Source: an optimization exercise on an open RTL-to-GDS flow (aim: small area, a short achievable clock period and few clock cycles per item). Production flows keep margins and buffers that such runs may drop.
No run shown here included a check of the RTL's function; only the layout flow was run.

### flow/run.sh
#!/bin/bash
# synth_recipe.tcl (not shown) runs the flow's synth.tcl, then flattens the netlist and writes it again
# the make line also repeats each setting of config.mk as NAME=value (left out here)
make -C /OpenROAD-flow-scripts/flow DESIGN_CONFIG=/design/flow/config.mk WORK_HOME=/design/flow/orfs CLKGATE_MAP_FILE= SYNTH_SCRIPT=/design/flow/synth_recipe.tcl finish
### flow/constraint.sdc
create_clock -name core_clock -period 5.5 [get_ports {clk}]
set_input_delay 1.1000 -clock core_clock [delete_from_list [all_inputs] [get_ports {clk}]]
set_output_delay 1.1000 -clock core_clock [all_outputs]
set_load 0.01 [all_outputs]
### flow/design.v
`timescale 1ns/1ps
package tpuPkg;
    localparam int WrReqWidth  = 14;
    localparam int ResultWidth = 71;
endpackage
`timescale 1ns/1ps
module mulCsa (
    input  logic [7:0]  w,
    input  logic [3:0]  one,
    input  logic [3:0]  two,
    input  logic [2:0]  neg,
    output logic [15:0] s,
    output logic [15:0] c
);
    logic s1;
    logic c2;
    assign s1 = (((one[0] & w[4]) | (two[0] & w[3])) ^ neg[0]) ^ (((one[1] & w[2]) | (two[1] & w[1])) ^ neg[1]);
    assign c2 = (((one[0] & w[4]) | (two[0] & w[3])) ^ neg[0]) & (((one[1] & w[2]) | (two[1] & w[1])) ^ neg[1]);
    logic s3;
    logic c4;
    assign s3 = (((one[0] & w[5]) | (two[0] & w[4])) ^ neg[0]) ^ (((one[1] & w[3]) | (two[1] & w[2])) ^ neg[1]);
    assign c4 = (((one[0] & w[5]) | (two[0] & w[4])) ^ neg[0]) & (((one[1] & w[3]) | (two[1] & w[2])) ^ neg[1]);
    logic s5;
    logic c6;
    assign s5 = (((one[0] & w[6]) | (two[0] & w[5])) ^ neg[0]) ^ (((one[1] & w[4]) | (two[1] & w[3])) ^ neg[1]) ^ (((one[2] & w[2]) | (two[2] & w[1])) ^ neg[2]);
    assign c6 = ((((one[0] & w[6]) | (two[0] & w[5])) ^ neg[0]) & (((one[1] & w[4]) | (two[1] & w[3])) ^ neg[1])) | ((((one[0] & w[6]) | (two[0] & w[5])) ^ neg[0]) & (((one[2] & w[2]) | (two[2] & w[1])) ^ neg[2])) | ((((one[1] & w[4]) | (two[1] & w[3])) ^ neg[1]) & (((one[2] & w[2]) | (two[2] & w[1])) ^ neg[2]));
    logic s7;
    logic c8;
    assign s7 = (((one[0] & w[7]) | (two[0] & w[6])) ^ neg[0]) ^ (((one[1] & w[5]) | (two[1] & w[4])) ^ neg[1]) ^ (((one[2] & w[3]) | (two[2] & w[2])) ^ neg[2]);
    assign c8 = ((((one[0] & w[7]) | (two[0] & w[6])) ^ neg[0]) & (((one[1] & w[5]) | (two[1] & w[4])) ^ neg[1])) | ((((one[0] & w[7]) | (two[0] & w[6])) ^ neg[0]) & (((one[2] & w[3]) | (two[2] & w[2])) ^ neg[2])) | ((((one[1] & w[5]) | (two[1] & w[4])) ^ neg[1]) & (((one[2] & w[3]) | (two[2] & w[2])) ^ neg[2]));
    logic s9;
    logic c10;
    assign s9 = ~(((one[0] & w[7]) | (two[0] & w[7])) ^ neg[0]) ^ (((one[1] & w[6]) | (two[1] & w[5])) ^ neg[1]) ^ (((one[2] & w[4]) | (two[2] & w[3])) ^ neg[2]);
    assign c10 = (~(((one[0] & w[7]) | (two[0] & w[7])) ^ neg[0]) & (((one[1] & w[6]) | (two[1] & w[5])) ^ neg[1])) | (~(((one[0] & w[7]) | (two[0] & w[7])) ^ neg[0]) & (((one[2] & w[4]) | (two[2] & w[3])) ^ neg[2])) | ((((one[1] & w[6]) | (two[1] & w[5])) ^ neg[1]) & (((one[2] & w[4]) | (two[2] & w[3])) ^ neg[2]));
    logic s11;
    logic c12;
    assign s11 = (((one[1] & w[7]) | (two[1] & w[6])) ^ neg[1]) ^ (((one[2] & w[5]) | (two[2] & w[4])) ^ neg[2]);
    assign c12 = (((one[1] & w[7]) | (two[1] & w[6])) ^ neg[1]) & (((one[2] & w[5]) | (two[2] & w[4])) ^ neg[2]);
    logic s13;
    logic c14;
    assign s13 = ~(((one[1] & w[7]) | (two[1] & w[7])) ^ neg[1]) ^ (((one[2] & w[6]) | (two[2] & w[5])) ^ neg[2]);
    assign c14 = ~(((one[1] & w[7]) | (two[1] & w[7])) ^ neg[1]) & (((one[2] & w[6]) | (two[2] & w[5])) ^ neg[2]);
    logic s15;
    logic c16;
    assign s15 = (((one[0] & w[2]) | (two[0] & w[1])) ^ neg[0]) ^ (((one[1] & w[0]) | (two[1] & 1'b0)) ^ neg[1]);
    assign c16 = (((one[0] & w[2]) | (two[0] & w[1])) ^ neg[0]) & (((one[1] & w[0]) | (two[1] & 1'b0)) ^ neg[1]);
    logic s17;
    logic c18;
    assign s17 = (((one[0] & w[3]) | (two[0] & w[2])) ^ neg[0]) ^ (((one[1] & w[1]) | (two[1] & w[0])) ^ neg[1]);
    assign c18 = (((one[0] & w[3]) | (two[0] & w[2])) ^ neg[0]) & (((one[1] & w[1]) | (two[1] & w[0])) ^ neg[1]);
    logic s19;
    logic c20;
    assign s19 = (((one[2] & w[0]) | (two[2] & 1'b0)) ^ neg[2]) ^ neg[2] ^ s1;
    assign c20 = ((((one[2] & w[0]) | (two[2] & 1'b0)) ^ neg[2]) & neg[2]) | ((((one[2] & w[0]) | (two[2] & 1'b0)) ^ neg[2]) & s1) | (neg[2] & s1);
    logic s21;
    logic c22;
    assign s21 = (((one[2] & w[1]) | (two[2] & w[0])) ^ neg[2]) ^ s3 ^ c2;
    assign c22 = ((((one[2] & w[1]) | (two[2] & w[0])) ^ neg[2]) & s3) | ((((one[2] & w[1]) | (two[2] & w[0])) ^ neg[2]) & c2) | (s3 & c2);
    logic s23;
    logic c24;
    assign s23 = ((one[3] & w[0]) | (two[3] & 1'b0)) ^ s5 ^ c4;
    assign c24 = (((one[3] & w[0]) | (two[3] & 1'b0)) & s5) | (((one[3] & w[0]) | (two[3] & 1'b0)) & c4) | (s5 & c4);
    logic s25;
    logic c26;
    assign s25 = ((one[3] & w[1]) | (two[3] & w[0])) ^ s7 ^ c6;
    assign c26 = (((one[3] & w[1]) | (two[3] & w[0])) & s7) | (((one[3] & w[1]) | (two[3] & w[0])) & c6) | (s7 & c6);
    logic s27;
    logic c28;
    assign s27 = ((one[3] & w[2]) | (two[3] & w[1])) ^ s9 ^ c8;
    assign c28 = (((one[3] & w[2]) | (two[3] & w[1])) & s9) | (((one[3] & w[2]) | (two[3] & w[1])) & c8) | (s9 & c8);
    logic s29;
    logic c30;
    assign s29 = ((one[3] & w[3]) | (two[3] & w[2])) ^ s11 ^ c10;
    assign c30 = (((one[3] & w[3]) | (two[3] & w[2])) & s11) | (((one[3] & w[3]) | (two[3] & w[2])) & c10) | (s11 & c10);
    logic s31;
    logic c32;
    assign s31 = ((one[3] & w[4]) | (two[3] & w[3])) ^ s13 ^ c12;
    assign c32 = (((one[3] & w[4]) | (two[3] & w[3])) & s13) | (((one[3] & w[4]) | (two[3] & w[3])) & c12) | (s13 & c12);
    logic s33;
    logic c34;
    assign s33 = (((one[2] & w[7]) | (two[2] & w[6])) ^ neg[2]) ^ ((one[3] & w[5]) | (two[3] & w[4])) ^ c14;
    assign c34 = ((((one[2] & w[7]) | (two[2] & w[6])) ^ neg[2]) & ((one[3] & w[5]) | (two[3] & w[4]))) | ((((one[2] & w[7]) | (two[2] & w[6])) ^ neg[2]) & c14) | (((one[3] & w[5]) | (two[3] & w[4])) & c14);
    logic s35;
    logic c36;
    assign s35 = ~(((one[2] & w[7]) | (two[2] & w[7])) ^ neg[2]) ^ ((one[3] & w[6]) | (two[3] & w[5]));
    assign c36 = ~(((one[2] & w[7]) | (two[2] & w[7])) ^ neg[2]) & ((one[3] & w[6]) | (two[3] & w[5]));
    assign s[0] = (((one[0] & w[0]) | (two[0] & 1'b0)) ^ neg[0]);
    assign c[0] = neg[0];
    assign s[1] = (((one[0] & w[1]) | (two[0] & w[0])) ^ neg[0]);
    assign c[1] = 1'b0;
    assign s[2] = neg[1];
    assign c[2] = s15;
    assign s[3] = s17;
    assign c[3] = c16;
    assign s[4] = s19;
    assign c[4] = c18;
    assign s[5] = s21;
    assign c[5] = c20;
    assign s[6] = s23;
    assign c[6] = c22;
    assign s[7] = s25;
    assign c[7] = c24;
    assign s[8] = s27;
    assign c[8] = c26;
    assign s[9] = s29;
    assign c[9] = c28;
    assign s[10] = s31;
    assign c[10] = c30;
    assign s[11] = s33;
    assign c[11] = c32;
    assign s[12] = s35;
    assign c[12] = c34;
    assign s[13] = ((one[3] & w[7]) | (two[3] & w[6]));
    assign c[13] = c36;
    assign s[14] = ~((one[3] & w[7]) | (two[3] & w[7]));
    assign c[14] = 1'b0;
    assign s[15] = 1'b0;
    assign c[15] = 1'b0;
endmodule
`timescale 1ns/1ps
module matrixTpu (
    input  logic         clk,
    input  logic         rst,
    input  logic [13:0]  wrReq,     
    input  logic         start,
    output logic         busy,
    output logic [70:0]  result,    
    output logic         done
);
    logic       wrEn, wrSel;
    logic [3:0] wrAddr;
    logic [7:0] wrData;
    assign wrData = wrReq[7:0];
    assign wrAddr = wrReq[11:8];
    assign wrSel  = wrReq[12];
    assign wrEn   = wrReq[13];
    logic bsy;
    logic wAcc, aAcc, startAcc;
    assign wAcc     = wrEn && !bsy && !wrSel;
    assign aAcc     = wrEn && !bsy &&  wrSel;
    assign startAcc = start && !bsy;
    logic [7:0] wMem [0:15];
    logic [6:0] aMem [0:15];
    always_ff @(posedge clk) begin
        if (wAcc) wMem[wrAddr] <= wrData;
        if (aAcc) aMem[wrAddr] <= wrData[6:0];
    end
    logic [3:0] vld;        
    logic [3:0] pend;       
    logic       bldG;       
    logic [1:0] curR, nxtK;
    logic [1:0] ptr;        
    logic [1:0] rk;         
    logic       inj, injRep;
    logic [1:0] injRow, injK;
    assign injRep = bsy && !vld[ptr] && !pend[ptr] && !(c2v && c2r == ptr);
    assign inj    = aAcc || injRep;
    assign injRow = bsy ? ptr : wrAddr[3:2];
    assign injK   = bsy ? rk  : wrAddr[1:0];
    logic        r0v;
    logic [1:0]  r0r, r0k;
    logic [3:0]  r0one, r0two;    
    logic [2:0]  r0neg;
    logic [31:0] r0w;
    logic        p1v;
    logic [1:0]  p1r, p1k;
    logic        p1fresh;    
    logic [63:0] p1s, p1c;
    logic        cmpl;      
    logic        c2v;       
    logic [1:0]  c2r;
    assign cmpl = p1v && p1k == 2'd3 && pend[p1r];
    always_ff @(posedge clk or posedge rst) begin
        if (rst) begin
            vld  <= '0;
            pend <= '0;
            bldG <= 1'b0;
            curR <= '0;
            nxtK <= '0;
            r0v  <= 1'b0;
            p1v  <= 1'b0;
            rk   <= '0;
        end else begin
            r0v <= inj;
            p1v <= r0v;
            if (injRep) rk <= rk + 2'd1;
            if (cmpl) begin
                pend[p1r] <= 1'b0;
            end
            if (c2v) begin
                vld[c2r] <= 1'b1;
            end
            if (inj) begin
                vld[injRow]  <= 1'b0;
                pend[injRow] <= 1'b0;
                if (injK == 2'd0) begin
                    bldG <= 1'b1;
                    curR <= injRow;
                    nxtK <= 2'd1;
                end else if (bldG && injRow == curR && injK == nxtK) begin
                    if (injK == 2'd3) begin
                        bldG         <= 1'b0;
                        pend[injRow] <= 1'b1;
                    end else begin
                        nxtK <= injK + 2'd1;
                    end
                end else begin
                    bldG <= 1'b0;
                end
            end
            if (wAcc) begin
                vld  <= '0;
                pend <= '0;
                bldG <= 1'b0;
            end
        end
    end
    logic [6:0] injA;
    logic [7:0] ax;
    logic [3:0] dOne, dTwo;
    logic [2:0] dNeg;
    assign injA = bsy ? aMem[{ptr, rk}] : wrData[6:0];
    assign ax   = {1'b0, injA};
    always_comb begin
        for (int i = 0; i < 4; i++) begin
            logic b2, b1, b0;
            b2 = ax[2*i+1];
            b1 = ax[2*i];
            b0 = (i == 0) ? 1'b0 : ax[2*i-1];
            dOne[i] = b1 ^ b0;
            dTwo[i] = (b2 & !b1 & !b0) | (!b2 & b1 & b0);
            if (i < 3) dNeg[i] = b2;
        end
    end
    always_ff @(posedge clk) begin
        r0r <= injRow;
        r0k <= injK;
        r0one <= dOne;
        r0two <= dTwo;
        r0neg <= dNeg;
        for (int c = 0; c < 4; c++) begin
            r0w[c*8 +: 8] <= wMem[injK*4 + c];
        end
        p1r <= r0r;
        p1k <= r0k;
        p1fresh <= (r0k == 2'd0);
    end
    for (genvar c = 0; c < 4; c++) begin : gMul
        logic [15:0] s, cy;
        mulCsa mul_inst (
            .w   (r0w[c*8 +: 8]),
            .one (r0one),
            .two (r0two),
            .neg (r0neg),
            .s   (s),
            .c   (cy)
        );
        always_ff @(posedge clk) begin
            p1s[c*16 +: 16] <= s;
            p1c[c*16 +: 16] <= cy;
        end
    end
    localparam logic [16:0] FreshBase = 17'd44032;
    logic [67:0] ws, wc;            
    logic [67:0] wsNew, wcNew;
    for (genvar c = 0; c < 4; c++) begin : gAcc
        logic [16:0] bs, bc, ps, pc, t1, t2;
        assign bs = p1fresh ? FreshBase : ws[c*17 +: 17];
        assign bc = p1fresh ? 17'd0     : wc[c*17 +: 17];
        assign ps = {1'b0, p1s[c*16 +: 16]};
        assign pc = {1'b0, p1c[c*16 +: 16]};
        assign t1 = bs ^ bc ^ ps;
        assign t2 = {(bs[15:0] & bc[15:0]) | (bs[15:0] & ps[15:0]) | (bc[15:0] & ps[15:0]), 1'b0};
        assign wsNew[c*17 +: 17] = t1 ^ t2 ^ pc;
        assign wcNew[c*17 +: 17] = {(t1[15:0] & t2[15:0]) | (t1[15:0] & pc[15:0]) | (t2[15:0] & pc[15:0]), 1'b0};
    end
    always_ff @(posedge clk) begin
        if (p1v) begin
            ws <= wsNew;
            wc <= wcNew;
        end
    end
    logic [63:0] fin;               
    logic [15:0] acc [0:15];        
    for (genvar c = 0; c < 4; c++) begin : gFin
        logic [16:0] sum;
        assign sum = ws[c*17 +: 17] + wc[c*17 +: 17];
        assign fin[c*16 +: 16] = sum[16] ? 16'd0 : sum[15:0];    
    end
    always_ff @(posedge clk or posedge rst) begin
        if (rst) begin
            c2v <= 1'b0;
        end else begin
            c2v <= cmpl && !wAcc && !(inj && injRow == p1r);
        end
    end
    always_ff @(posedge clk) begin
        c2r <= p1r;
        if (c2v) begin
            for (int c = 0; c < 4; c++) begin
                acc[c2r*4 + c] <= fin[c*16 +: 16];
            end
        end
    end
    logic        outValid, doneR;
    logic [1:0]  outRow;
    logic [63:0] outData;
    logic        emit, byp, rowOk;
    assign byp   = c2v && c2r == ptr;
    assign rowOk = vld[ptr] || byp;
    assign emit = bsy ? rowOk
                      : (startAcc && rowOk && !wAcc && !(aAcc && wrAddr[3:2] == 2'd0));
    always_ff @(posedge clk or posedge rst) begin
        if (rst) begin
            bsy      <= 1'b0;
            ptr      <= '0;
            outValid <= 1'b0;
            outRow   <= '0;
            doneR    <= 1'b0;
        end else begin
            outValid <= emit;
            doneR    <= emit && ptr == 2'd3;
            if (emit) begin
                outRow <= ptr;
                ptr    <= ptr + 2'd1;
            end
            if (startAcc) bsy <= 1'b1;
            if (emit && ptr == 2'd3) bsy <= 1'b0;
        end
    end
    always_ff @(posedge clk) begin
        for (int c = 0; c < 4; c++) begin
            outData[c*16 +: 16] <= byp ? fin[c*16 +: 16] : acc[ptr*4 + c];
        end
    end
    assign busy   = bsy;
    assign done   = doneR;
    assign result = {outValid, outRow,
                     1'b0, outData[63:48], 1'b0, outData[47:32],
                     1'b0, outData[31:16], 1'b0, outData[15:0]};
endmodule
### flow/config.mk
export PLATFORM = sky130hd
export DESIGN_NAME = matrixTpu
export DESIGN_NICKNAME = matrixTpu
export VERILOG_FILES = /design/flow/design.v
export SDC_FILE = /design/flow/constraint.sdc
export NUM_CORES = 4
export LEC_CHECK = 0
export ABC_CLOCK_PERIOD_IN_PS = 2500
export CAP_MARGIN = 20
export CORE_MARGIN = 2
export CORE_UTILIZATION = 40
export SETUP_SLACK_MARGIN = 2.8
export SLEW_MARGIN = 20
==> impl_metrics.toml, run 1 <==
[placed_design]
place_area_um2 = 41500
place_congestion = 0.832
place_ws_ps = 1820
port_buffers = 85
hpwl_mm = 52.4

[timing]
period_needed_ps = 2660
fmax_mhz = 376
slew_viol_final = 0
hold_viol_final = 0
worst_clock_skew_ps = 23.7
fin_ws_ps = 2840
fin_crit_sh_pct = 48.4
maxSlewHeadroom_pct = 26.9
setup_tns_ps = 0
rsz0062_at_grt = "true"
setup_viol_count_final = 0
tightest_slew_ps = 1090

[clock_tree]
clkTransAtPathRegs_ps = 60
worstSkewPairLatency_ps = 670
cts-root-buf = "clkbuf_16"
cts_tree = "yes"
clkSinkCount = 877
htree_levels = 3
clockBufferDepth = 3
numCtsBuffers = 91

[synth]
syn_inst = 2602
synth-seq-cells = 877
synthTopCellsByArea = "edfxtp_1, dfxtp_1, fa_1"
ys_types = 75
syn_avg_cell_area_um2 = 15.1
netlist_area_um2 = 39400
ys_warn_count = 1
async_flop_share_pct = 2.85
synth_edf_count = 628
synth_top_area_cell = "edfxtp_1"
yosys.area.top_type_share_pct = 47.9
ys_top_cells_by_count = "edfxtp_1, dfxtp_1, fa_1"
synthFlopType = "edfxtp_1"
seq_area_frac_synth_pct = 60.9
yosysMostFrequentCell = "edfxtp_1"

[final_layout]
drive_gt1_share_pct = 16.4
fin_area_um2 = 45300
nets = 2969
syn2layout_area_growth_pct = 15.1

[drt]
drcViolationCount = 0
vias = 21500
vias_per_cell = 5.29
drt_iter0_drc = 1614
wl_per_cell_um = 20.3
drt-total-wl_mm = 82.2
drtAntennaViolNets = 0
first_pass_iters = 5

[critical_path]
crit_start = "ws[9]"
worst_setup_path_start_kind = "flip-flop"
worst_ep_arrival_time_ps = 3060
crit_chain = "ha_2 -> a21oi_1 -> o21ai_1 -> a211o_1 -> a221o_1 -> nor3_4 -> buf_4 -> clkbuf_16 -> nor3_2"
path_depth = 9
path_max_fanout = 15
critPathTopFamily = "compound AO/OA/AOI/OAI gates"
cp.buffers_inverters = 2
worstSetupPathType = "flip-flop to flip-flop"
ff2ff_path_depth = 9
end_kind = "flip-flop"
cp_data_required_time_ps = 5900
r2r_start = "ws[9]"
worst_path_max_delay_cell = "edfxtp_1"
max_stage_delay_ps = 390

[die]
core_um2 = 98000
io_pins = 90
die_w_um = 318
die-area_um2 = 101000
die_h_um = 318
rows = 115
initial_core_util_pct = 40.2

[global_route]
antenna_found_initial = 2
overflow = 0
grt_pass1_vias = 22700
grtUsageTotal_pct = 16.2
grt_pass1_wl_mm = 129
grt_max_degree = 133

[min_path]
hold_start = "r0r[0]"
hp-class = "flip-flop to flip-flop"
min_delay_path_depth = 0

[job]
max-cap-violations = 0

[outcome]
status = "timing/DRC/antenna clean"
[registers in the layout, summed over array words and instances (netlist names), 4 cells and up]
signal and cells:
vld 4, r0w 32, wMem 128, gAcc.pc 49, r0two 4, outData 64, pend 4, gAcc.ps 57
r0one 4, acc 256, aMem 112, ws 68, wc 64
[worst paths after layout]
kind / endpoint / slack, ps
setup / recovery: acc[0][14] / 2840
hold / removal: p1r[0] / 330
setup reg to reg: acc[0][14] / 2840
hold reg to reg: p1r[0] / 330
max in group asynchronous: p1v / 3850
min in group asynchronous: ptr[1] / 950
[metal layers]
metal,up-vias,track usage (%),part of all wire [%]
met5,-,0,0.024
met2,525,26.7,49
met1,11000,22.1,45
met3,103,2.60,4.7
li1,9777,-,-
met4,4,4.83,1.8
[repair_timing]
| item | CTS | global route |
|---|---|---|
| endpoints found under the setup margin | 526 | 401 |
| hold buffers | 0 | 0 |
| setup buffers | 8 | 7 |
| pin swaps | 7 | 11 |
| gates cloned | 2 | 3 |
| resized for setup | 49 | 56 |
[stage by stage]
stage	cells	util, %	hold WS (ps)
after global routing	4051	46.3	341
after CTS	4041	45.9	330
final	4052	46.3	330
after global placement	3861	42.4	313
after floorplan	2605	-	310
after detailed placement	3861	42.4	314
[worst register-to-register path, delay by kind of cell (launching register included)]
kind                       cells  cell delay [ps]
AOI/OAI and AO/OA              4             1030
DFF                            1              390
adders and majority gates      1              350
buffers and inverters          2              350
and+or+nand+nor                2              280
[cell families after synthesis]
family / after synthesis / share of synthesized area (%)
flip-flops: 877 / 60.9
AND/OR/NAND/NOR: 491 / 6.04
AO/OA/AOI/OAI: 385 / 6.76
adder cells (fa/ha/maj): 265 / 11.2
buffers and inverters: 251 / 2.72
XOR/XNOR: 173 / 3.85
multiplexers: 159 / 8.48
other: 1 / 0.00953
[placed cells by master (no fill, tap or decap), drive strengths merged, types with 10 or more instances in the layout]
cell           Yosys  final
mux4             131    131
nor2b             86     86
a22oi             87     87
and2              15     15
nand2b            34     34
o31ai             60     60
or2               21     21
o21ai             61     61
xnor2            115    115
nand3             21     24
mux2i             12     12
a21o              20     20
clkinv             0     29
a22o              28     28
clkbuf           106    127
dfxtp            224    224
inv               98    104
edfxtp           628    628
o211ai            10     10
ha               117    117
nor3              16     16
a21oi             63     63
xor2              58     58
dfrtp             25     25
fa               148    148
bufinv             0     11
a31oi             10     10
mux2              16     16
buf               47     52
nand2            126    126
nor2             140    140
clkdlybuf4s50      0     75
[final cells by class]
type	instances	area [um^2]
Clock inverter	48	606
Fill cell	8428	52700
Sequential cell	877	24000
Antenna cell	1	2.50
Timing Repair Buffer	139	1410
Clock buffer	122	2550
Tap cell	1287	1610
Multi-Input combinational cell	1480	14800
Inverter	98	368
==> run 2, diff against run 1 <==
--- a/flow/config.mk
+++ b/flow/config.mk
@@ -10,4 +10,6 @@
 export CORE_MARGIN = 2
 export CORE_UTILIZATION = 40
+export CTS_CLUSTER_DIAMETER = 150
+export CTS_CLUSTER_SIZE = 30
 export SETUP_SLACK_MARGIN = 2.8
 export SLEW_MARGIN = 20
==> run 2 against run 1 <==
Count of clock-buffer cells in the layout shrank 63. First-iteration DRC count grew 2.0%. Synthesized cell count is the same. Setup slack lost 43 ps.
==> impl_metrics.toml, run 2 <==
[placed_design]
place_congestion = 0.832
place_area_um2 = 41500
hpwl_mm = 52.4
port_buffers = 85
dp_cells = 3861
place_ws_ps = 1820

[die]
initial_core_util_pct = 40.2
core_um2 = 98000
rows = 115
die-area_um2 = 101000
die_h_um = 318
die_w_um = 318
io_pins = 90

[synth]
synthTopCellsByArea = "edfxtp_1, dfxtp_1, fa_1"
ys_warn_count = 1
synthFlopType = "edfxtp_1"
netlist_area_um2 = 39400
syn_avg_cell_area_um2 = 15.1
yosys.area.top_type_share_pct = 47.9
seq_area_frac_synth_pct = 60.9
yosysMostFrequentCell = "edfxtp_1"
ys_types = 75
synth_edf_count = 628
synth-seq-cells = 877
ys_top_cells_by_count = "edfxtp_1, dfxtp_1, fa_1"
async_flop_share_pct = 2.85
syn_inst = 2602
synth_top_area_cell = "edfxtp_1"

[drt]
drcViolationCount = 0
drtAntennaViolNets = 0
vias_per_cell = 5.32
wl_per_cell_um = 20.4
drt-total-wl_mm = 80.6
vias = 21000
drt_iter0_drc = 1647
first_pass_iters = 5

[final_layout]
reg_top3 = "acc x256, wMem x128, aMem x112"
syn2layout_area_growth_pct = 9.95
largest_reg_flops = 256
top_register = "acc"
nets = 2912
mostFrequentLayoutCells = "edfxtp_1, dfxtp_1, fa_1"
register_area_um2 = 24000
fillers = 8590
fin_area_um2 = 43300
final_common_cell = "edfxtp_1"
drive_gt1_share_pct = 13.3
multiInputGateArea_um2 = 14800
stdcell_count = 3946

[timing]
maxSlewHeadroom_pct = 30.9
setup_tns_ps = 0
period_needed_ps = 2700
fmax_mhz = 370
slew_viol_final = 0
tightest_slew_ps = 1040
fin_crit_sh_pct = 49.2
hold_viol_final = 0
worst_clock_skew_ps = 28.5
setup_viol_count_final = 0
rsz0062_at_grt = "true"
fin_ws_ps = 2800

[clock_tree]
cts_tree = "yes"
clockBufferDepth = 3
numCtsBuffers = 35
clkTransAtPathRegs_ps = 110
worstSkewPairLatency_ps = 610
htree_levels = 2
clkSinkCount = 877
cts-root-buf = "clkbuf_16"

[critical_path]
path_max_fanout = 8
crit_chain = "clkdlybuf4s50_1 -> and3_1 -> nand3_1 -> nor2_1"
worst_setup_path_start_kind = "primary input"
end_kind = "flip-flop"
max_stage_delay_ps = 750
worst_path_max_delay_cell = "nor2_1"
cp_data_required_time_ps = 5750
worst_ep_arrival_time_ps = 2950
worstSetupPathType = "primary input to flip-flop"

[job]
max-cap-violations = 0

[outcome]
status = "timing/DRC/antenna clean"

[global_route]
gr-usage-met3_pct = 1.76
grt.busiest_layer = "met2"
met1_usage_pct = 22.0
grt_pass1_vias = 21900
use_met2_pct = 26.4
antenna_found_initial = 2
grtUsageTotal_pct = 15.7
overflow = 0
grt_pass1_wl_mm = 126
grt_max_degree = 133

[min_path]
hp-class = "flip-flop to flip-flop"
-- run 2: final timing paths --
path / from / endpoint / slack, ps / cells past startpoint
setup / recovery: wrReq[13] / wMem[15][7] / 2800 / 4
hold / removal: r0r[0] / p1r[0] / 340 / 0
setup reg to reg: wc[35] / acc[2][15] / 2810 / 8
hold reg to reg: r0r[0] / p1r[0] / 340 / 0
max in group asynchronous: rst / p1v / 3810 / 2
min in group asynchronous: rst / outValid / 990 / 2
-- run 2: per-stage QoR --
step	utilization [%]	hold WS [ps]
6_report	44.2	341
5_1_grt	44.2	351
4_1_cts	43.8	341
3_5_place_dp	42.4	314
3_3_place_gp	42.4	313
2_1_floorplan	-	310
-- run 2: cell type report --
class | count | share of cell area (%)
Sequential cell | 877 | 55.4
Multi-Input combinational cell | 1480 | 34.3
Tap cell | 1287 | 3.72
Timing Repair Buffer | 138 | 3.26
Clock buffer | 59 | 2.23
Inverter | 98 | 0.850
Clock inverter | 5 | 0.182
Antenna cell | 2 | 0.0116
-- run 2: worst max-delay path: cells and delay by family --
family,cells,cell delay (ps)
AND/OR/NAND/NOR,3,1320
buffers and inverters,1,520
-- run 2: metal layers --
layer	vias to the layer above	part of all wire, %
li1	9600	-
met1	10900	46
met2	443	49
met3	79	4.0
met4	4	1.6
met5	-	0.025
-- run 2: cell families after synthesis --
| logic type | count (synthesis) | synth area share, % |
|---|---|---|
| multiplexers | 159 | 8.48 |
| AO/OA/AOI/OAI | 385 | 6.76 |
| other | 1 | 0.00953 |
| adder cells (fa/ha/maj) | 265 | 11.2 |
| buffers and inverters | 251 | 2.72 |
| XOR/XNOR | 173 | 3.85 |
| AND/OR/NAND/NOR | 491 | 6.04 |
| flip-flops | 877 | 60.9 |
-- run 2: repair_timing --
| item | 4_1_cts | 5_1_grt |
|---|---|---|
| cloned | 2 | 2 |
| resized for setup | 43 | 71 |
| hold buffers | 0 | 0 |
| buffers inserted | 6 | 9 |
| pin swaps | 6 | 14 |
| setup endpoints to repair | 528 | 472 |
==> run 3, diff against run 2 <==
--- a/flow/config.mk
+++ b/flow/config.mk
@@ -10,6 +10,6 @@
 export CORE_MARGIN = 2
 export CORE_UTILIZATION = 40
-export CTS_CLUSTER_DIAMETER = 150
-export CTS_CLUSTER_SIZE = 30
+export CTS_BUF_LIST = sky130_fd_sc_hd__clkbuf_8 sky130_fd_sc_hd__clkbuf_4
+export CTS_CLUSTER_SIZE = 40
 export SETUP_SLACK_MARGIN = 2.8
 export SLEW_MARGIN = 20
==> run 3 against run 2 <==
Hold slack lost 8.5 ps. Synthesized cell count is the same. Fmax shrank 0.53%. Still clean on timing, DRC and antenna. Critical endpoint is now wMem[3][7]. Sequential cell count is the same. Via count grew 3.1%. Final cell count grew 5.1%. Largest cell class unchanged.
==> impl_metrics.toml, run 3 <==
[outcome]
status = "timing/DRC/antenna clean"

[synth]
syn_inst = 2602
ys_types = 75
synth-seq-cells = 877
async_flop_share_pct = 2.85
ys_top_cells_by_count = "edfxtp_1, dfxtp_1, fa_1"
yosys.area.top_type_share_pct = 47.9
synth_top_area_cell = "edfxtp_1"
yosysMostFrequentCell = "edfxtp_1"
synth_edf_count = 628
netlist_area_um2 = 39400
synthTopCellsByArea = "edfxtp_1, dfxtp_1, fa_1"
synthFlopType = "edfxtp_1"
seq_area_frac_synth_pct = 60.9
ys_warn_count = 1
syn_avg_cell_area_um2 = 15.1

[critical_path]
cp_data_required_time_ps = 5910
worst_ep_arrival_time_ps = 3130
path_max_fanout = 8
r2r_slack_ps = 2890
max_stage_delay_ps = 680
ff2ff_path_depth = 5
end_kind = "flip-flop"
critPathTopFamily = "simple AND/OR/NAND/NOR gates"
cp.buffers_inverters = 1
worst_path_max_delay_cell = "nor2_1"
r2r_start = "r0two[0]"
worst_setup_path_start_kind = "primary input"
r2r-end = "gAcc[2].ps[8]"
worstSetupPathType = "primary input to flip-flop"
crit_chain = "clkdlybuf4s50_1 -> or2_2 -> nand2b_1 -> nor2_1"

[drt]
drcViolationCount = 0
vias_per_cell = 5.22
vias = 21700
drtAntennaViolNets = 0
drt_iter0_drc = 1585
drt-total-wl_mm = 82.5
first_pass_iters = 7
wl_per_cell_um = 19.9

[placed_design]
port_buffers = 85
place_ws_ps = 1820
hpwl_mm = 52.4
dp_cells = 3861
place_congestion = 0.832

[timing]
rsz0062_at_grt = "true"
period_needed_ps = 2720
tightest_slew_ps = 1080
slew_viol_final = 0
setup_viol_count_final = 0
fin_ws_ps = 2780
maxSlewHeadroom_pct = 28.0
worst_clock_skew_ps = 46.5
fin_crit_sh_pct = 49.4
setup_tns_ps = 0
fmax_mhz = 368
hold_viol_final = 0

[clock_tree]
worstSkewPairLatency_ps = 820
cts_tree = "yes"
htree_levels = 4
cts-root-buf = "clkbuf_8"
numCtsBuffers = 144
holdBufCountCts = 0
clkSinkCount = 877
clockBufferDepth = 3
clkTransAtPathRegs_ps = 60

[die]
die_h_um = 318
rows = 115
die-area_um2 = 101000
core_um2 = 98000
die_w_um = 318
io_pins = 90
initial_core_util_pct = 40.2

[min_path]
hold_start = "r0r[0]"
whs_endpoint = "p1r[0]"
min_delay_path_depth = 0
hp-class = "flip-flop to flip-flop"

[global_route]
grtUsageTotal_pct = 16.3
grt_max_degree = 133
grt_pass1_wl_mm = 130
antenna_found_initial = 4
grt_pass1_vias = 23000
overflow = 0

[final_layout]
stdcell_count = 4147
syn2layout_area_growth_pct = 14.8
drive_gt1_share_pct = 19.1
nets = 3017
reg_top3 = "acc x256, wMem x128, aMem x112"
fillers = 8509
utilization_pct = 46.1
final_common_cell = "edfxtp_1"
mostFrequentLayoutCells = "edfxtp_1, dfxtp_1, clkbuf_8"
largest_reg_flops = 256
top_register = "acc"

[job]
max-cap-violations = 0
run 3: cell counts after synthesis:
No cell type changed its count.
run 3: how the worst max path moves through the flow:
stage / slack [ps] / endpoint / from / cells past startpoint
6_report: 2780 / wMem[3][7] / wrReq[10] / 4
2_1_floorplan: 2060 / acc[0][0] / c2v / 1
3_5_place_dp: 1820 / wMem[0][1] / wrReq[10] / 4
4_1_cts: 2650 / busy / bsy / 2
3_3_place_gp: 1880 / nxtK[1] / wrReq[9] / 8
5_1_grt: 2690 / busy / bsy / 2
run 3: what timing repair did:
action	CTS	global route
pin swaps	5	10
setup endpoints to repair	424	397
gates resized for setup	97	54
hold endpoints to repair	0	0
setup buffers	6	6
gates cloned	2	1
run 3: worst reg2reg max path: cells and delay by family, from the launching register on:
| kind | cells | cell delay (ps) |
|---|---|---|
| compound gates | 1 | 250 |
| buf+inv | 1 | 50 |
| fa+ha+maj | 2 | 940 |
| flops | 1 | 1030 |
| xor+xnor | 1 | 190 |
run 3: stage by stage:
step | hold WS, ps | instance area, um^2
floorplan | 310 | 39500
finish | 332 | 45200
CTS | 328 | 44900
global route | 340 | 45200
detailed placement | 314 | 41500
global placement | 313 | 41500
run 3: kinds of logic after synthesis:
kind of cell / after synthesis / share of synthesized area (%)
and+or+nand+nor: 491 / 6.04
xor gates and xnor gates: 173 / 3.85
muxes: 159 / 8.48
buffers and inverters: 251 / 2.72
DFF: 877 / 60.9
adders and majority gates: 265 / 11.2
AOI/OAI and AO/OA: 385 / 6.76
other: 1 / 0.00953
run 3: area by class of cell:
class	instances	area [um^2]	share of cell area (%)
Antenna cell	2	5.00	0.0111
Clock buffer	228	2720	6.02
Clock inverter	41	455	1.01
Inverter	98	368	0.814
Multi-Input combinational cell	1480	14700	32.6
Sequential cell	877	24000	53.1
Tap cell	1287	1610	3.56
Timing Repair Buffer	134	1280	2.84
run 3: per-layer routing:
layer,part of all wire (%),vias to the layer above,global-route usage (%)
met5,0.023,-,0
li1,-,9899,-
met2,48,556,26.7
met4,2.3,4,5.57
met3,4.7,144,3.11
met1,45,11100,21.9
==> run 4, diff against run 3 <==
--- a/flow/config.mk
+++ b/flow/config.mk
@@ -9,7 +9,8 @@
 export CAP_MARGIN = 20
 export CORE_MARGIN = 2
-export CORE_UTILIZATION = 40
-export CTS_BUF_LIST = sky130_fd_sc_hd__clkbuf_8 sky130_fd_sc_hd__clkbuf_4
-export CTS_CLUSTER_SIZE = 40
+export CORE_UTILIZATION = 65
+export CTS_CLUSTER_DIAMETER = 100
+export CTS_CLUSTER_SIZE = 30
+export PLACE_DENSITY = 0.75
 export SETUP_SLACK_MARGIN = 2.8
 export SLEW_MARGIN = 20
==> run 4 against run 3 <==
Still clean on timing, DRC and antenna. Fmax is 3.1% lower. Clock skew decreased by 7.1 ps. Non-clock buffer count increased by 19. Critical path depth is the same. Register-to-register slack worse by 120 ps. Via count decreased by 0.77%. Sequential cell count unchanged. Count of clock-buffer cells in the layout shrank 169. First-iteration DRC count is 19% higher.
==> impl_metrics.toml, run 4 <==
[timing]
worst_clock_skew_ps = 39.5
slew_viol_final = 0
tightest_slew_ps = 1100
fin_crit_sh_pct = 51.0
fmax_mhz = 356
rsz0062_at_grt = "true"
holdWs_ps = 350
period_needed_ps = 2810
setup_viol_count_final = 0
fin_ws_ps = 2690
hold_viol_final = 0
setup_tns_ps = 0
maxSlewHeadroom_pct = 26.8

[critical_path]
path_max_fanout = 11
r2r_start = "ws[11]"
worst_ep_arrival_time_ps = 3070
ff2ff_path_depth = 8
worst_path_max_delay_cell = "dlygate4sd2_1"
critPathTopFamily = "simple AND/OR/NAND/NOR gates"
worst_setup_path_start_kind = "primary input"
end_kind = "flip-flop"
crit_chain = "dlygate4sd2_1 -> nand2b_1 -> or3_1 -> nor2_2"
r2r-end = "acc[0][6]"
r2r_slack_ps = 2770
worstSetupPathType = "primary input to flip-flop"
max_stage_delay_ps = 660
cp.buffers_inverters = 1
cp_data_required_time_ps = 5770

[clock_tree]
numCtsBuffers = 36
cts_tree = "yes"
htree_levels = 2
clkTransAtPathRegs_ps = 120
worstSkewPairLatency_ps = 600
clockBufferDepth = 3
clkSinkCount = 877
cts-root-buf = "clkbuf_16"

[die]
rows = 90
io_pins = 90
core_um2 = 60100
initial_core_util_pct = 65.5
die-area_um2 = 62500
die_h_um = 250
die_w_um = 250

[global_route]
overflow = 0
grt_pass1_wl_mm = 124
grt_max_degree = 77
grt_pass1_vias = 21900
grtUsageTotal_pct = 25.6
antenna_found_initial = 0

[final_layout]
largest_reg_flops = 256
syn2layout_area_growth_pct = 8.76
reg_top3 = "acc x256, wMem x128, aMem x112"
drive_gt1_share_pct = 13.7
mostFrequentLayoutCells = "edfxtp_1, dfxtp_1, fa_1"
final_common_cell = "edfxtp_1"
nets = 2929
fin_area_um2 = 42800
stdcell_count = 3457
top_register = "acc"

[drt]
drtAntennaViolNets = 0
vias_per_cell = 6.22
drt_iter0_drc = 1892
vias = 21500
first_pass_iters = 5
wl_per_cell_um = 23.3
drcViolationCount = 0
drt-total-wl_mm = 80.6

[min_path]
hp-class = "flip-flop to flip-flop"
hold_start = "r0r[1]"
whs_endpoint = "p1r[1]"
min_delay_path_depth = 0

[synth]
ys_types = 75
synth-seq-cells = 877
syn_inst = 2602
syn_avg_cell_area_um2 = 15.1
ys_top_cells_by_count = "edfxtp_1, dfxtp_1, fa_1"
netlist_area_um2 = 39400
yosys.area.top_type_share_pct = 47.9
async_flop_share_pct = 2.85
ys_warn_count = 1
synthFlopType = "edfxtp_1"
synth_top_area_cell = "edfxtp_1"
seq_area_frac_synth_pct = 60.9
synth_edf_count = 628
yosysMostFrequentCell = "edfxtp_1"
synthTopCellsByArea = "edfxtp_1, dfxtp_1, fa_1"

[placed_design]
place_area_um2 = 40900
dp_cells = 3356
place_congestion = 0.879
place_ws_ps = 1760
port_buffers = 85
hpwl_mm = 52.2

[outcome]
status = "timing/DRC/antenna clean"

[job]
max-cap-violations = 0
==> run 4: cell counts after synthesis <==
No cell type changed its count.
==> run 4: layout make-up <==
| type | instances | area (um^2) |
|---|---|---|
| Sequential cell | 877 | 24000 |
| Fill cell | 3917 | 17300 |
| Multi-Input combinational cell | 1481 | 14800 |
| Timing Repair Buffer | 153 | 1500 |
| Clock buffer | 59 | 1030 |
| Tap cell | 782 | 978 |
| Inverter | 98 | 368 |
| Clock inverter | 6 | 100 |
| Antenna cell | 1 | 2.50 |
==> run 4: worst reg2reg max path, stage by stage (launching register included) <==
cell	delay [ps]
edfxtp_1	420
ha_2	360
a21oi_1	140
o21ai_1	160
a211o_1	340
a221o_1	390
nor3_4	390
buf_6	200
nor2_1	90
==> run 4: metal layers <==
layer  vias to the layer above  global-route usage, %  part of all wire, %  wire [um]
li1                       9640                      -                    -          -
met1                     11100                   37.3                   43      34900
met2                       649                   41.9                   49      39500
met3                       104                   2.47                  5.1       4130
met4                         0                   7.37                  2.5       2040
met5                         -                      0                    0          0
==> run 4: worst max-delay path by stage <==
stage	startpoint	to	slack (ps)	cells after the start
finish	wrReq[9]	aMem[14][1]	2690	4
global route	wrReq[8]	aMem[1][4]	2620	4
CTS	wrReq[13]	wMem[9][5]	2590	4
detailed placement	wrReq[9]	nxtK[1]	1760	7
global placement	wrReq[9]	nxtK[1]	1920	7
floorplan	c2v	acc[0][0]	2060	1
==> run 4: cell families (layout without fill, tap and decap cells) <==
group	Yosys count	count (layout)	share of synthesized area (%)
flip-flops	877	877	60.9
AND/OR/NAND/NOR	491	494	6.04
AO/OA/AOI/OAI	385	385	6.76
adder cells (fa/ha/maj)	265	265	11.2
buffers and inverters	251	316	2.72
XOR/XNOR	173	173	3.85
multiplexers	159	160	8.48
other	1	5	0.00953
==> run 4: stage by stage <==
| step | util (%) |
|---|---|
| after floorplan | - |
| after global placement | 68.0 |
| after detailed placement | 68.0 |
| after CTS | 70.5 |
| after global routing | 71.2 |
| final | 71.2 |
==> run 4: what timing repair did <==
| action | in CTS | in global routing |
|---|---|---|
| gates cloned | 4 | 2 |
| hold buffers | 0 | 0 |
| setup buffers | 14 | 15 |
| resized for setup | 38 | 64 |
| pin swaps | 7 | 10 |
| setup endpoints to repair | 538 | 499 |
==> run 5, diff against run 4 <==
--- a/flow/design.v
+++ b/flow/design.v
@@ -150,12 +150,14 @@
     logic       bldG;       
     logic [1:0] curR, nxtK;
-    logic [1:0] ptr;        
     logic [1:0] rk;         
     logic       inj, injRep;
     logic [1:0] injRow, injK;
-    assign injRep = bsy && !vld[ptr] && !pend[ptr] && !(c2v && c2r == ptr);
+    logic [1:0] repRow;     
+    logic       repOk, repNeed;
+    logic [1:0] repRowD;
+    logic [6:0] repA;
+    assign injRow = bsy ? repRow : wrAddr[3:2];
+    assign injK   = bsy ? rk     : wrAddr[1:0];
     assign inj    = aAcc || injRep;
-    assign injRow = bsy ? ptr : wrAddr[3:2];
-    assign injK   = bsy ? rk  : wrAddr[1:0];
     logic        r0v;
     logic [1:0]  r0r, r0k;
@@ -168,7 +170,95 @@
     logic [63:0] p1s, p1c;
     logic        cmpl;      
-    logic        c2v;       
-    logic [1:0]  c2r;
     assign cmpl = p1v && p1k == 2'd3 && pend[p1r];
+    localparam logic [1:0] InA = 2'd0, InB = 2'd1, InOut = 2'd2, InWork = 2'd3;
+    logic [1:0] hold [0:3];
+    logic [1:0] wRow;       
+    logic       wHeld;      
+    logic [2:0] used;       
+    logic       outHeld;    
+    logic [1:0] outOwner;   
+    logic       copy;       
+    logic [1:0] copyTo;
+    logic [3:0] em;         
+    logic       emit, load;
+    logic [1:0] emitRow, loadSel;
+    assign wHeld = vld[wRow] && hold[wRow] == InWork;
+    always_comb begin
+        used     = '0;
+        outOwner = '0;
+        for (int r = 0; r < 4; r++) begin
+            if (vld[r] && hold[r] == InA)   used[0] = 1'b1;
+            if (vld[r] && hold[r] == InB)   used[1] = 1'b1;
+            if (vld[r] && hold[r] == InOut) begin
+                used[2]  = 1'b1;
+                outOwner = r[1:0];
+            end
+        end
+    end
+    assign outHeld = used[2];
+    assign copyTo = !used[2] ? InOut : !used[0] ? InA : InB;
+    assign copy   = wHeld && !(&used) && !load;
+    logic [3:0] cand;
+    logic       wkCand;
+    logic [1:0] slotRow;
+    logic       slotAny;
+    assign cand   = vld & ~em;
+    assign wkCand = wHeld && !em[wRow];
+    always_comb begin
+        slotAny = 1'b0;
+        slotRow = '0;
+        for (int r = 3; r >= 0; r--) begin
+            if (cand[r] && !hold[r][1]) begin
+                slotAny = 1'b1;
+                slotRow = r[1:0];
+            end
+        end
+        repNeed = 1'b0;
+        repRow  = '0;
+        for (int r = 3; r >= 0; r--) begin
+            if (!em[r] && !vld[r]) begin
+                repNeed = 1'b1;
+                repRow  = r[1:0];
+            end
+        end
+    end
+    always_comb begin
+        emit    = 1'b0;
+        load    = 1'b0;
+        emitRow = outOwner;
+        loadSel = InWork;
+        if (!bsy) begin
+            emit = startAcc && outHeld && !wAcc && !(aAcc && wrAddr[3:2] == outOwner);
+        end else if (outHeld && !em[outOwner]) begin
+            emit = 1'b1;
+        end else if (wkCand) begin
+            emit    = 1'b1;
+            load    = 1'b1;
+            emitRow = wRow;
+            loadSel = InWork;
+        end else if (slotAny) begin
+            emit    = 1'b1;
+            load    = 1'b1;
+            emitRow = slotRow;
+            loadSel = hold[slotRow];
+        end
+    end
+    assign injRep = bsy && repOk && repNeed && repRow == repRowD && !(|pend) && !wkCand;
+    always_ff @(posedge clk) begin
+        if (copy) hold[wRow] <= copyTo;
+        if (load) hold[emitRow] <= InOut;
+        if (cmpl) hold[p1r] <= InWork;
+    end
+    always_ff @(posedge clk or posedge rst) begin
+        if (rst) begin
+            wRow    <= '0;
+            repOk   <= 1'b0;
+            repRowD <= '0;
+        end else begin
+            if (cmpl) wRow <= p1r;
+            repOk   <= bsy;
+            repRowD <= repRow;
+        end
+    end
     always_ff @(posedge clk or posedge rst) begin
         if (rst) begin
@@ -185,9 +275,13 @@
             p1v <= r0v;
             if (injRep) rk <= rk + 2'd1;
+            if (p1v && wHeld && !copy && !(load && loadSel == InWork)) begin
+                vld[wRow] <= 1'b0;
+            end
+            if (load && outHeld) begin
+                vld[outOwner] <= 1'b0;
+            end
             if (cmpl) begin
                 pend[p1r] <= 1'b0;
-            end
-            if (c2v) begin
-                vld[c2r] <= 1'b1;
+                vld[p1r]  <= 1'b1;
             end
             if (inj) begin
@@ -220,5 +314,10 @@
     logic [3:0] dOne, dTwo;
     logic [2:0] dNeg;
-    assign injA = bsy ? aMem[{ptr, rk}] : wrData[6:0];
+    logic [1:0] rkN;
+    assign rkN = injRep ? rk + 2'd1 : rk;
+    always_ff @(posedge clk) begin
+        repA <= aMem[{repRow, rkN}];
+    end
+    assign injA = bsy ? repA : wrData[6:0];
     assign ax   = {1'b0, injA};
     always_comb begin
@@ -262,16 +361,22 @@
     end
     localparam logic [16:0] FreshBase = 17'd44032;
-    logic [67:0] ws, wc;            
-    logic [67:0] wsNew, wcNew;
+    logic [67:0] ws;                
+    logic [15:0] wc;                
+    logic [67:0] wsNew;
+    logic [15:0] wcNew;
     for (genvar c = 0; c < 4; c++) begin : gAcc
-        logic [16:0] bs, bc, ps, pc, t1, t2;
+        logic [16:0] bs, ps, pc, x, y;
+        logic [4:1]  bc;
         assign bs = p1fresh ? FreshBase : ws[c*17 +: 17];
-        assign bc = p1fresh ? 17'd0     : wc[c*17 +: 17];
+        assign bc = p1fresh ? 4'd0      : wc[c*4 +: 4];
         assign ps = {1'b0, p1s[c*16 +: 16]};
         assign pc = {1'b0, p1c[c*16 +: 16]};
-        assign t1 = bs ^ bc ^ ps;
-        assign t2 = {(bs[15:0] & bc[15:0]) | (bs[15:0] & ps[15:0]) | (bc[15:0] & ps[15:0]), 1'b0};
-        assign wsNew[c*17 +: 17] = t1 ^ t2 ^ pc;
-        assign wcNew[c*17 +: 17] = {(t1[15:0] & t2[15:0]) | (t1[15:0] & pc[15:0]) | (t2[15:0] & pc[15:0]), 1'b0};
+        assign x = bs ^ ps ^ pc;
+        assign y = {(bs[15:0] & ps[15:0]) | (bs[15:0] & pc[15:0]) | (ps[15:0] & pc[15:0]), 1'b0};
+        assign {wcNew[c*4 + 0], wsNew[c*17 +  0 +: 4]} = {1'b0, x[3:0]}   + {1'b0, y[3:0]};
+        assign {wcNew[c*4 + 1], wsNew[c*17 +  4 +: 4]} = {1'b0, x[7:4]}   + {1'b0, y[7:4]}   + {4'd0, bc[1]};
+        assign {wcNew[c*4 + 2], wsNew[c*17 +  8 +: 4]} = {1'b0, x[11:8]}  + {1'b0, y[11:8]}  + {4'd0, bc[2]};
+        assign {wcNew[c*4 + 3], wsNew[c*17 + 12 +: 4]} = {1'b0, x[15:12]} + {1'b0, y[15:12]} + {4'd0, bc[3]};
+        assign wsNew[c*17 + 16] = x[16] ^ y[16] ^ bc[4];
     end
     always_ff @(posedge clk) begin
@@ -281,38 +386,25 @@
         end
     end
-    logic [63:0] fin;               
-    logic [15:0] acc [0:15];        
+    logic [63:0] fin;
+    logic [63:0] slotA, slotB;
     for (genvar c = 0; c < 4; c++) begin : gFin
         logic [16:0] sum;
-        assign sum = ws[c*17 +: 17] + wc[c*17 +: 17];
+        assign sum = ws[c*17 +: 17] + {wc[c*4 + 3], 3'd0, wc[c*4 + 2], 3'd0,
+                                       wc[c*4 + 1], 3'd0, wc[c*4 + 0], 4'd0};
         assign fin[c*16 +: 16] = sum[16] ? 16'd0 : sum[15:0];    
     end
-    always_ff @(posedge clk or posedge rst) begin
-        if (rst) begin
-            c2v <= 1'b0;
-        end else begin
-            c2v <= cmpl && !wAcc && !(inj && injRow == p1r);
-        end
-    end
     always_ff @(posedge clk) begin
-        c2r <= p1r;
-        if (c2v) begin
-            for (int c = 0; c < 4; c++) begin
-                acc[c2r*4 + c] <= fin[c*16 +: 16];
-            end
-        end
+        if (copy && copyTo == InA) slotA <= fin;
+        if (copy && copyTo == InB) slotB <= fin;
     end
     logic        outValid, doneR;
     logic [1:0]  outRow;
     logic [63:0] outData;
-    logic        emit, byp, rowOk;
-    assign byp   = c2v && c2r == ptr;
-    assign rowOk = vld[ptr] || byp;
-    assign emit = bsy ? rowOk
-                      : (startAcc && rowOk && !wAcc && !(aAcc && wrAddr[3:2] == 2'd0));
+    logic        last;
+    assign last = (em | (4'd1 << emitRow)) == 4'hf;
     always_ff @(posedge clk or posedge rst) begin
         if (rst) begin
             bsy      <= 1'b0;
-            ptr      <= '0;
+            em       <= '0;
             outValid <= 1'b0;
             outRow   <= '0;
@@ -320,16 +412,21 @@
         end else begin
             outValid <= emit;
-            doneR    <= emit && ptr == 2'd3;
+            doneR    <= emit && last;
             if (emit) begin
-                outRow <= ptr;
-                ptr    <= ptr + 2'd1;
+                outRow      <= emitRow;
+                em[emitRow] <= 1'b1;
             end
             if (startAcc) bsy <= 1'b1;
-            if (emit && ptr == 2'd3) bsy <= 1'b0;
+            if (emit && last) begin
+                bsy <= 1'b0;
+                em  <= '0;
+            end
         end
     end
     always_ff @(posedge clk) begin
-        for (int c = 0; c < 4; c++) begin
-            outData[c*16 +: 16] <= byp ? fin[c*16 +: 16] : acc[ptr*4 + c];
+        if (load) begin
+            outData <= (loadSel == InA) ? slotA : (loadSel == InB) ? slotB : fin;
+        end else if (copy && copyTo == InOut) begin
+            outData <= fin;
         end
     end
==> flow/config.mk (replaced) <==
export PLATFORM = sky130hd
export DESIGN_NAME = matrixTpu
export DESIGN_NICKNAME = matrixTpu
export VERILOG_FILES = /design/flow/design.v
export SDC_FILE = /design/flow/constraint.sdc
export NUM_CORES = 4
export LEC_CHECK = 0
export ABC_CLOCK_PERIOD_IN_PS = 2200
export CAP_MARGIN = 20
export CORE_MARGIN = 2
export CORE_UTILIZATION = 40
export CTS_CLUSTER_DIAMETER = 100
export CTS_CLUSTER_SIZE = 30
export SETUP_SLACK_MARGIN = 3.2
export SLEW_MARGIN = 20
==> run 5 against run 4 <==
Sequential share of layout area down 11 points. Final area rose by 3.7%. Critical endpoint is now repA[4].
==> impl_metrics.toml, run 5 <==
[outcome]
status = "timing/DRC/antenna clean"

[drt]
drcViolationCount = 0
vias_per_cell = 5.42
route.met3.wl_mm = 4.19
drtAntennaViolNets = 0
first_pass_iters = 7
vias = 23100
drt_iter0_drc = 1864
dr_wl_met2_mm = 47.0
drt-total-wl_mm = 94.2
wl_met1_mm = 40.7
wl_per_cell_um = 22.1
dr.max_layer_used = "met5"

[global_route]
grt_pass1_vias = 23200
grt_max_degree = 81
overflow = 0
antenna_found_initial = 1
grtUsageTotal_pct = 19.2
grt_pass1_wl_mm = 137

[final_layout]
largest_reg_flops = 128
antenna_cells = 0
reg_top3 = "wMem x128, aMem x112, ws x68"
fin_area_um2 = 44400
drive_gt1_share_pct = 30.6
mostFrequentLayoutCells = "edfxtp_1, nand2_1, buf_4"
syn2layout_area_growth_pct = 26.7
top_register = "wMem"
nets = 3326
final_common_cell = "edfxtp_1"

[timing]
setup_tns_ps = 0
fmax_mhz = 357
period_needed_ps = 2800
slew_viol_final = 0
fin_crit_sh_pct = 50.9
rsz0062_at_grt = "true"
setup_viol_count_final = 0
worst_clock_skew_ps = 48.7
tightest_slew_ps = 971
hold_viol_final = 0
maxSlewHeadroom_pct = 35.2

[die]
die-area_um2 = 90000
initial_core_util_pct = 40.4
core_um2 = 86800
die_h_um = 300
die_w_um = 300
io_pins = 90
rows = 108

[critical_path]
crit_chain = "buf_6 -> nand2_2 -> or3_4 -> a41oi_4 -> buf_6 -> or3_4 -> buf_12 -> buf_4 -> mux2i_1 -> a22oi_1 -> nand4b_1 -> a32oi_1"
worstSetupPathType = "flip-flop to flip-flop"
cp_data_required_time_ps = 6080
worst_setup_path_start_kind = "flip-flop"
worst_path_max_delay_cell = "dfrtp_2"
path_max_fanout = 7
end_kind = "flip-flop"
max_stage_delay_ps = 470
worst_ep_arrival_time_ps = 3380

[clock_tree]
cts-root-buf = "clkbuf_16"
clkSinkCount = 720
numCtsBuffers = 30
worstSkewPairLatency_ps = 680
htree_levels = 1
clkTransAtPathRegs_ps = 120
holdBufCountCts = 0
cts_tree = "yes"
clockBufferDepth = 3

[synth]
yosys.area.top_type_share_pct = 44.2
ys_types = 88
syn_avg_cell_area_um2 = 12.6
synthFlopType = "edfxtp_1"
synth_edf_count = 516
syn_inst = 2775
synth-seq-cells = 720
ys_top_cells_by_count = "edfxtp_1, nand2_1, nor2_1"
seq_area_frac_synth_pct = 56.3
async_flop_share_pct = 4.31
synthTopCellsByArea = "edfxtp_1, dfxtp_1, fa_1"
netlist_area_um2 = 35100
synth_top_area_cell = "edfxtp_1"
ys_warn_count = 1
yosysMostFrequentCell = "edfxtp_1"

[job]
max-cap-violations = 0

[placed_design]
hpwl_mm = 53.1
place_congestion = 0.833
port_buffers = 85
place_area_um2 = 37400

[min_path]
hp-class = "flip-flop to flip-flop"
## run 5: logic make-up (layout without fill, tap and decap cells)
kind of cell,count (synthesis),after routing,share of synthesized area (%)
flip-flops,720,720,56.3
adder cells (fa/ha/maj),224,224,10.6
buffers and inverters,319,641,3.85
other,1,4,0.0107
AO/OA/AOI/OAI,471,473,10.3
AND/OR/NAND/NOR,717,724,10.2
XOR/XNOR,188,188,4.70
multiplexers,135,135,4.10
## run 5: worst paths after layout
path	from	cells after the start	end	slack [ps]
setup / recovery	vld[1]	12	repA[4]	2700
hold / removal	r0r[1]	0	p1r[1]	330
setup reg to reg	vld[1]	12	repA[4]	2700
hold reg to reg	r0r[1]	0	p1r[1]	330
max in group asynchronous	rst	3	p1v	4330
min in group asynchronous	rst	3	outRow[0]	840
## run 5: cell type report
class / instances / area [um^2]
fillers: 7287 / 42300
flip-flops and latches: 720 / 19800
multi-input cells: 1748 / 16700
repair buffers: 442 / 4970
well taps: 1155 / 1450
clock buffers: 45 / 807
inverters: 143 / 541
clock inverters: 11 / 140
## run 5: timing repair
item,in CTS,in global routing
endpoints found under the setup margin,860,690
cloned,18,33
resized for setup,698,290
pin swaps,178,184
setup buffers,169,108
## run 5: metal layers
| metal | global-route usage [%] | vias up |
|---|---|---|
| met4 | 3.92 | 2 |
| li1 | - | 10600 |
| met1 | 26.8 | 11700 |
| met5 | 0 | - |
| met3 | 1.76 | 129 |
| met2 | 32.6 | 678 |
## run 5: critical path, delay by kind of cell, from the launching register on
family / cells / cell delay [ps]
and+or+nand+nor: 4 / 930
AOI/OAI and AO/OA: 3 / 660
DFF: 1 / 470
buffers and inverters: 4 / 560
muxes: 1 / 80
## run 5: stage by stage
step | hold slack, ps | std cells | worst slack (ps) | util [%]
2_1_floorplan | 310 | 2778 | 1990 | -
3_3_place_gp | 314 | 3880 | 1930 | 43.1
3_5_place_dp | 316 | 3880 | 1940 | 43.1
4_1_cts | 329 | 4123 | 2760 | 47.9
5_1_grt | 345 | 4264 | 2600 | 51.2
6_report | 327 | 4264 | 2700 | 51.2

[re-timing with driven ports]
The results above use ideal ports. As a check the final layouts listed here were re-extracted and re-timed, cells and wires unchanged. Step 1, drivers: a clkbuf_16 drives clk and a buf_2 each remaining input, both assumed. Step 2 moves the port delays by t, midway between the first and last clock arrival at a register: inputs arrive t later, outputs are due t later. That takes back most of the time a late clock gives input paths. a / b / c = no drivers / after step 1 / after step 2; a / b = the first two.
| run | t (ns) | setup WS [ns] | worst setup path at the end |
|---|---|---|---|
| run 1 | 0.722 | 2.839 / 2.791 / 2.174 | input to register |
| run 2 | 0.664 | 2.796 / 2.808 / 2.155 | input to register |
| run 3 | 0.855 | 2.782 / 2.734 / 1.964 | input to register |
| run 4 | 0.646 | 2.694 / 2.721 / 2.075 | input to register |
| run 5 | 0.716 | 2.701 / 2.701 / 2.330 | input to register |
After both steps setup and hold are still met in every run listed. For run 3, which loses most, drivers alone change the setup slack by -0.048 ns; drivers and shift together by -0.818 ns.
